Background: an optimization exercise with open tools, aiming at small area and a short achievable clock period. Do not read the settings as production practice.
In this exercise RTL edits were held to simulation tests only and were not proved equivalent to the original.
No activity file was given, so power comes from the tool's default toggle rates.

**run.sh**
```bash
#!/bin/bash
# synth_recipe.tcl (not shown) runs the flow's synth.tcl, then flattens the netlist and writes it again
# the make line also repeats each setting of config.mk as NAME=value (left out here)
make -C /OpenROAD-flow-scripts/flow DESIGN_CONFIG=/design/flow/config.mk WORK_HOME=/design/flow/orfs CLKGATE_MAP_FILE= SYNTH_SCRIPT=/design/flow/synth_recipe.tcl finish
```
**config.mk**
```make
export PLATFORM = sky130hd
export DESIGN_NAME = issue_queue_top
export DESIGN_NICKNAME = issue_queue_top
export VERILOG_FILES = /design/flow/design.v
export SDC_FILE = /design/flow/constraint.sdc
export NUM_CORES = 4
export LEC_CHECK = 0
export CAP_MARGIN = 20
export CELL_PAD_IN_SITES_DETAIL_PLACEMENT = 1
export CELL_PAD_IN_SITES_GLOBAL_PLACEMENT = 2
export CORE_MARGIN = 2
export CORE_UTILIZATION = 45
export PLACE_DENSITY = 0.6
export SETUP_SLACK_MARGIN = 3.0
export SLEW_MARGIN = 20
```
**constraint.sdc**
```tcl
create_clock -name core_clock -period 6.0 [get_ports {clk}]
set_input_delay 1.2000 -clock core_clock [delete_from_list [all_inputs] [get_ports {clk}]]
set_output_delay 1.2000 -clock core_clock [all_outputs]
set_load 0.01 [all_outputs]
```
**design.v**
```verilog
`timescale 1ns/1ps
module issue_queue_top (
    input  logic                                   clk,
    input  logic                                   reset_n,
    input  logic                                   dispatch_valid,
    input  logic [137-1:0]                   dispatch_req,
    input  logic [4*39-1:0]     wake,
    output logic [3-1:0]                  issue_valid,
    output logic [3*139-1:0]        issue_pkt,
    output logic                                   queue_full
);
    localparam int D  = 16;
    localparam int NW = 4;
    localparam int NF = 3;
    localparam int RW = 137;
    logic [NW-1:0]   wv;
    logic [5:0]      wt [NW];
    logic [31:0]     wd [NW];
    logic [NW-1:0]   we_bus;
    always_comb begin
        for (int w = 0; w < NW; w++) begin
            wv[w] = wake[w*39+38];
            wt[w] = wake[w*39+32 +: 6];
            wd[w] = wake[w*39 +: 32];
        end
        for (int w = 0; w < NW; w++) begin
            we_bus[w] = wv[w];
            for (int v = 0; v < w; v++) begin
                if (wv[v] && wt[v] == wt[w]) we_bus[w] = 1'b0;
            end
        end
    end
    logic [D-1:0]     valid, r1, r2;
    logic [RW-1:0]    ent [D];       
    logic [RW-1:0]    entv [D];      
    logic [1:0]       efu [D];       
    logic [31:0]      sv1 [D];       
    logic [31:0]      sv2 [D];
    logic [63:0]      sb;            
    logic [1:0]       fu_cnt;
    logic [NF-1:0]    iv_q;          
    logic [RW-1:0]    pk_q [NF];     
    logic [5:0]  req_rd, req_rs1, req_rs2;
    logic [6:0]  req_opc;
    logic [NW-1:0] m1n, m2n;
    logic        hit1n, hit2n, rdy1n, rdy2n;
    logic [31:0] v1n, v2n;
    logic [RW-1:0] req_n;
    logic [D-1:0] free_oh, wen;
    logic        full;
    assign req_rd  = dispatch_req[119:114];
    assign req_rs1 = dispatch_req[113:108];
    assign req_rs2 = dispatch_req[75:70];
    assign req_opc = dispatch_req[126:120];
    always_comb begin
        for (int w = 0; w < NW; w++) begin
            m1n[w] = we_bus[w] && (wt[w] == req_rs1);
            m2n[w] = we_bus[w] && (wt[w] == req_rs2);
        end
        hit1n = |m1n;
        hit2n = |m2n;
        v1n = '0;
        v2n = '0;
        for (int w = 0; w < NW; w++) begin
            v1n = v1n | ({32{m1n[w]}} & wd[w]);
            v2n = v2n | ({32{m2n[w]}} & wd[w]);
        end
        if (!hit1n) v1n = dispatch_req[107:76];
        if (!hit2n) v2n = dispatch_req[69:38];
        req_n = dispatch_req;
        req_n[107:76] = v1n;
        req_n[69:38] = v2n;
    end
    assign rdy1n = sb[req_rs1] || hit1n;
    assign rdy2n = (req_opc == 7'b0010011) || (req_opc == 7'b0000011) ||
                   sb[req_rs2] || hit2n;
    assign full = &valid;
    assign queue_full = full;
    always_comb begin
        for (int i = 0; i < D; i++) begin
            free_oh[i] = !valid[i];
            for (int j = 0; j < i; j++) begin
                if (!valid[j]) free_oh[i] = 1'b0;
            end
            wen[i] = dispatch_valid && free_oh[i];
        end
    end
    logic [NW-1:0] m1 [D];
    logic [NW-1:0] m2 [D];
    logic [D-1:0]  wk1, wk2;
    always_comb begin
        for (int i = 0; i < D; i++) begin
            for (int w = 0; w < NW; w++) begin
                m1[i][w] = we_bus[w] && (wt[w] == ent[i][113:108]);
                m2[i][w] = we_bus[w] && (wt[w] == ent[i][75:70]);
            end
            wk1[i] = !r1[i] && (|m1[i]);
            wk2[i] = !r2[i] && (|m2[i]);
        end
    end
    logic [D-1:0] can;
    logic [D-1:0] g [NF];
    logic [D-1:0] grant;
    always_comb begin
        can = valid & r1 & r2;
        grant = '0;
        for (int f = 0; f < NF; f++) begin
            for (int i = 0; i < D; i++) begin
                g[f][i] = can[i] && (efu[i] == 2'(f));
                for (int j = 0; j < i; j++) begin
                    if (can[j] && (efu[j] == 2'(f))) g[f][i] = 1'b0;
                end
            end
            grant = grant | g[f];
        end
    end
    logic [RW-1:0] pk_n [NF];
    always_comb begin
        for (int f = 0; f < NF; f++) begin
            pk_n[f] = '0;
            for (int i = 0; i < D; i++) begin
                pk_n[f] = pk_n[f] | ({RW{g[f][i]}} & entv[i]);
            end
        end
    end
    always_ff @(posedge clk or negedge reset_n) begin
        if (!reset_n) begin
            valid  <= '0;
            r1     <= '0;
            r2     <= '0;
            sb     <= '1;
            fu_cnt <= '0;
            iv_q <= '0;
            for (int f = 0; f < NF; f++) pk_q[f] <= '0;
        end else begin
            valid <= (valid & ~grant) | wen;
            for (int i = 0; i < D; i++) begin
                if (wen[i]) begin
                    r1[i] <= rdy1n;
                    r2[i] <= rdy2n;
                end else begin
                    if (wk1[i]) r1[i] <= 1'b1;
                    if (wk2[i]) r2[i] <= 1'b1;
                end
            end
            for (int w = 0; w < NW; w++) begin
                if (wv[w]) sb[wt[w]] <= 1'b1;
            end
            if (dispatch_valid && !full) begin
                sb[req_rd] <= 1'b0;
                fu_cnt <= (fu_cnt == 2'd2) ? 2'd0 : fu_cnt + 2'd1;
            end
            for (int f = 0; f < NF; f++) begin
                iv_q[f] <= |g[f];
                pk_q[f] <= pk_n[f];
            end
        end
    end
    logic [31:0] nv1 [D];
    logic [31:0] nv2 [D];
    always_comb begin
        for (int i = 0; i < D; i++) begin
            logic h1, h2;
            h1 = !wen[i] && !wk1[i];
            h2 = !wen[i] && !wk2[i];
            nv1[i] = ({32{wen[i]}} & v1n) | ({32{h1}} & sv1[i]);
            nv2[i] = ({32{wen[i]}} & v2n) | ({32{h2}} & sv2[i]);
            for (int w = 0; w < NW; w++) begin
                nv1[i] = nv1[i] | ({32{!wen[i] && !r1[i] && m1[i][w]}} & wd[w]);
                nv2[i] = nv2[i] | ({32{!wen[i] && !r2[i] && m2[i][w]}} & wd[w]);
            end
        end
    end
    always_ff @(posedge clk) begin
        for (int i = 0; i < D; i++) begin
            sv1[i] <= nv1[i];
            sv2[i] <= nv2[i];
            if (wen[i]) begin
                ent[i] <= req_n;
                efu[i] <= fu_cnt;
            end
        end
    end
    always_comb begin
        for (int i = 0; i < D; i++) begin
            entv[i] = ent[i];
            entv[i][107:76] = sv1[i];
            entv[i][69:38] = sv2[i];
        end
    end
    always_comb begin
        for (int f = 0; f < NF; f++) begin
            issue_valid[f] = iv_q[f];
            issue_pkt[f*139 +: 139] = {pk_q[f], iv_q[f] ? 2'(f) : 2'd0};
        end
    end
endmodule
```
==> run summary <==
-- how the worst max path moves through the flow --
stage / endpoint / slack, ns / from / depth (start not counted)
2_1_floorplan: sv2[10][10] / 0.67 / dispatch_valid / 8
3_3_place_gp: sv2[8][30] / 0.28 / dispatch_req[75] / 10
3_5_place_dp: sv2[5][30] / 0.25 / dispatch_req[75] / 10
4_1_cts: queue_full / 2.44 / valid[7] / 6
-- per-layer routing --
layer | track usage | overflow
met4 | 0.9019 | 2107
met2 | 0.9949 | 3135
met5 | 0.7357 | 106
met1 | 0.9271 | 809
met3 | 0.8731 | 878
-- synth_stat cells, types with 202 or more instances --
| cell | instances | share of area |
|---|---|---|
| buf_2 | 207 | 0.0058 |
| nand2_1 | 1603 | 0.034 |
| a222oi_1 | 320 | 0.018 |
| a211oi_1 | 321 | 0.013 |
| a221oi_1 | 1213 | 0.059 |
| dfxtp_1 | 1024 | 0.11 |
| a221o_1 | 845 | 0.047 |
| nor2_1 | 1001 | 0.021 |
| nor3_1 | 332 | 0.0093 |
| o211ai_1 | 660 | 0.028 |
| clkbuf_1 | 2357 | 0.049 |
| dfrtp_1 | 464 | 0.065 |
| a22oi_1 | 880 | 0.037 |
| a22o_1 | 563 | 0.028 |
| a21oi_1 | 1208 | 0.034 |
| o21ai_0 | 757 | 0.021 |
| xnor2_1 | 467 | 0.023 |
| nand3_1 | 1384 | 0.039 |
| edfxtp_1 | 1200 | 0.20 |
| inv_1 | 202 | 0.0042 |
| and3_1 | 412 | 0.014 |
| xor2_1 | 405 | 0.020 |
-- power groups by stage --
stage / logic, mW / registers (mW) / clock network, mW
2_1_floorplan: 19.4 / 24.9 / 0
3_3_place_gp: 40.6 / 25.6 / 0
3_5_place_dp: 41.1 / 25.7 / 0
4_1_cts: 53.4 / 25.2 / 21.5
-- through the flow --
stage	setup WS, ns	hold WS (ns)	power (mW)	cells
after floorplan	0.6695	0.4699	44.35	20320
after global placement	0.2768	0.5007	66.28	24518
after detailed placement	0.2495	0.5123	66.80	24523
after CTS	2.437	0.3411	100.1	26503
-- what timing repair did --
action / in CTS
pin swaps: 939
buffers inserted: 1072
resized for setup: 3303
gates cloned: 303
setup endpoints to repair: 2965
-- logic make-up after synthesis --
group	share of synthesized area
AOI/OAI and AO/OA	0.3404
and+or+nand+nor	0.1481
buffers and inverters	0.06506
DFF	0.3900
xor gates and xnor gates	0.04266
muxes	0.01225
adders and majority gates	0.001398
other	0.00002095
==> flow_summary.json <==
{
  "avgSynthCellArea_um2": 8.812,
  "clockRootBuffer": "clkbuf_16",
  "cts_hold_buf": 0,
  "placed_cell_area_um2": 194500,
  "synth-edff-count": 1200,
  "num_rows": 231,
  "routabilityCongestion": 1.143,
  "synth-seq-cells": 2752,
  "htreeDepth": 5,
  "yosysSeqAreaShare": 0.3900,
  "syn_area_um2": 179000,
  "overflow": 7035,
  "io_buffer_count": 712,
  "initial_core_util": 0.4521,
  "grt_util_all_layers": 0.9259,
  "stop_error": "[ERROR GRT-0116] Global routing finished with congestion. Check the congestion regions in the DRC Viewer.",
  "synth_cell_types": 97,
  "grt_pass1_wl_um": 2634000,
  "grt_max_degree": 133,
  "ios": 717,
  "async_reset_ff_frac": 0.1919,
  "die-width_um": 634.8,
  "place_hpwl_um": 884500,
  "stop_stage": "5_1_grt",
  "cts.sinks": 2752,
  "synth_cells": 20317,
  "die_y_um": 634.8,
  "clockBufferDepth": 4,
  "ys.flop_type": "edfxtp_1",
  "ys.warnings.count": 15,
  "run_status": "stopped before the end",
  "numCtsBuffers": 333,
  "grt_pass1_vias": 270410
}
